Context: an optimization exercise on an open-source flow, tuned for small area, a short achievable clock period and few clock cycles per item. The choices shown serve that exercise and are no tape-out recipe. In this exercise RTL edits were held to simulation tests only and were not proved equivalent to the original.

==> flow/design.v (excerpt) <==
module iter_multiplier (
    input  logic        clk,
    input  logic        rst_n,
    input  logic        mul_start,
    input  logic [63:0] a,
    input  logic [63:0] b,
    input  logic [1:0]  op,
    input  logic        word,
    input  logic        next,
    output logic [63:0] mul_result,
    output logic        mul_ok,
    output logic        busy
);
export LEC_CHECK = 0
export CAP_MARGIN = 20
export CORE_MARGIN = 2
export CORE_UTILIZATION = 40
export CTS_CLUSTER_DIAMETER = 60
export CTS_CLUSTER_SIZE = 24
export PLACE_DENSITY = 0.9
export SETUP_SLACK_MARGIN = 4.5
export SLEW_MARGIN = 20
create_clock -name core_clock -period 7.5 [get_ports {clk}]
standard.sh (not shown) runs the stock make flow with config.mk's settings and CLKGATE_MAP_FILE= SYNTH_SCRIPT=/design/flow/synth_recipe.tcl, a recipe that flattens the netlist after the stock synthesis.
==> flow/flow/run.sh <==
#!/bin/bash
set -e
export BUFFER_PORTS_ARGS="-buffer_cell sky130_fd_sc_hd__buf_1"
bash standard.sh > standard.log 2>&1
The starting point completed without violations.
Testbench counts at the start, summed over its fixed seeds: cycles 23,924, items 2,400.
Then changed:
- CORE_UTILIZATION: 40 -> 50
- PLACE_DENSITY: 0.9 -> 0.85
What happened:
- flip-flop and latch count is unchanged
- first-iteration DRC count goes down by 1.1%
- cell area stays flat
- clock-buffer cell count grows by 2
- worst hold slack loses 26 ps
- synthesized area does not change
- global-route usage came out higher by 5.5 points
- routed wire length falls by 2.8%
- via count is lower by 0.67%
Then changed:
- CAP_MARGIN: 20 -> 5
- CORE_UTILIZATION: 50 -> 40
- PLACE_DENSITY: 0.85 -> 0.8
- SLEW_MARGIN: 20 -> 5
=> Maximum frequency goes up by 0.53%; routed wire length decreases by 1.3%; cell area increases by 0.53%; final cell count goes up by 5.3%; worst setup slack improves by 16 ps; global-route usage is lower by 6.0 points.
Then changed:
==> flow/flow/run.sh (replaced) <==
#!/bin/bash
set -e
export BUFFER_PORTS_ARGS="-buffer_cell sky130_fd_sc_hd__buf_2"
bash standard.sh > standard.log 2>&1
- ABC_AREA: unset -> 1
- CAP_MARGIN: 5 -> 20
- SLEW_MARGIN: 5 -> 20
Effect: Register-to-register slack gets worse by 40 ps; non-clock buffer count is higher by 31; sequential share of layout area is lower by 1.5 points; setup slack gets worse by 42 ps; flip-flop and latch count does not change; routed wire length is higher by 13%; synthesized area is higher by about 2.4%.
Then changed:
- ABC_AREA: 1 -> unset
- CTS_CLUSTER_DIAMETER: 60 -> unset
- CTS_CLUSTER_SIZE: 24 -> unset
- PLACE_DENSITY: 0.8 -> unset
- SETUP_SLACK_MARGIN: 4.5 -> 4.7
The changed run finished clean.
Wire length came out lower by 2.8%.
Clock-buffer cell count came out higher by 25.
Hold slack is better by 16 ps.
Fmax came out higher by 5.2%.
Design area came out higher by 3.3%.
Synthesized cell count came out lower by 17%.
Critical path depth stays the same.
Then changed:
==> flow/flow/run.sh (replaced) <==
#!/bin/bash
set -e
export BUFFER_PORTS_ARGS="-buffer_cell sky130_fd_sc_hd__buf_1"
bash standard.sh > standard.log 2>&1
- CTS_CLUSTER_DIAMETER: unset -> 50
- CTS_CLUSTER_SIZE: unset -> 32
- PLACE_DENSITY: unset -> 0.8
- SETUP_SLACK_MARGIN: 4.7 -> 4.5
Outcome:
- routed wire length shrinks by 8.0%
- clock skew is about the same
- sequential cell count is unchanged
- design area shrinks by 7.6%
- area after synthesis stays the same
- critical path depth shrinks by 1
- final cell count shrinks by 4.1%
- setup slack got worse by 180 ps

---

Q:
Another version of the RTL of iter_multiplier (not shown whole).
Size in the first run: roughly 2,500 cells after synthesis, about 310 flip-flops, roughly 25,000 um2 of cells after synthesis.
export LEC_CHECK = 0
export CAP_MARGIN = 20
export CORE_MARGIN = 2
export CORE_UTILIZATION = 40
export SETUP_SLACK_MARGIN = 4.5
export SLEW_MARGIN = 20
create_clock -name core_clock -period 7.5 [get_ports {clk}]
==> flow/flow/run.sh <==
#!/bin/bash
set -e
export BUFFER_PORTS_ARGS="-buffer_cell sky130_fd_sc_hd__buf_2"
bash standard.sh > standard.log 2>&1
Testbench counts of Q, summed over its fixed seeds: cycles 23,924, items 2,400.
Changes in S relative to Q:
# Q
export LEC_CHECK = 0
export CAP_MARGIN = 20
export CORE_MARGIN = 2
export CORE_UTILIZATION = 40
export SETUP_SLACK_MARGIN = 4.5
export SLEW_MARGIN = 20
create_clock -name core_clock -period 7.5 [get_ports {clk}]
# S
export LEC_CHECK = 0
export CAP_MARGIN = 20
export CORE_MARGIN = 2
export CORE_UTILIZATION = 60
export SETUP_SLACK_MARGIN = 4.5
export SLEW_MARGIN = 20
create_clock -name core_clock -period 7.5 [get_ports {clk}]
--- outcome ---
| final cell count | higher: Q |
Relative to Q, worst hold margin has decreased by 8.8 ps in S.
Transition time at the pin with the least slew margin: higher on Q
S reports a higher critical path depth than Q does.
Changes observed in S relative to Q: count of buffer and inverter cells on the critical path lost 1, CTS buffer count neither gained nor lost much.

## port drivers added, routing unchanged
How much do the figures lean on ideal ports? The routed layouts below were timed once more, with nothing changed but the port constraints.
Step 1 sets driving cells, clkbuf_16 on the clock port and buf_2 on the other inputs (assumed; they add their load-dependent delay and slew).
Step 2 moves the port delays by t, midway between the first and last clock arrival at a register: inputs arrive t later, outputs are due t later. That takes back most of the time a late clock gives input paths.
a / b / c = ideal ports / drivers / drivers and shift; a / b = the first two.
run | t (ns) | slack for setup (ns) | worst setup path at the end | slew at the worst register clock pin (ns)
the first run of note 1 | 0.642 | 4.451 / 4.451 / 4.275 | input to register | 0.10 / 0.10
the second run of note 1 | 0.661 | 4.530 / 4.530 / 4.381 | input to register | 0.09 / 0.09
the third run of note 1 | 0.639 | 4.546 / 4.546 / 4.086 | input to register | 0.10 / 0.10
the fourth run of note 1 | 0.664 | 4.504 / 4.504 / 4.310 | input to register | 0.09 / 0.09
the fifth run of note 1 | 0.632 | 4.653 / 4.653 / 4.230 | input to register | 0.07 / 0.07
the sixth run of note 1 | 0.671 | 4.468 / 4.468 / 4.014 | input to register | 0.09 / 0.09
Q | 0.618 | 4.531 / 4.531 / 4.248 | input to register | 0.06 / 0.06
S | 0.627 | 4.535 / 4.535 / 4.269 | input to register | 0.06 / 0.06
After both steps setup and hold are still met in every run listed. For the third run of note 1, which loses most, drivers alone change the setup slack by 0.000 ns; drivers and shift together by -0.460 ns.
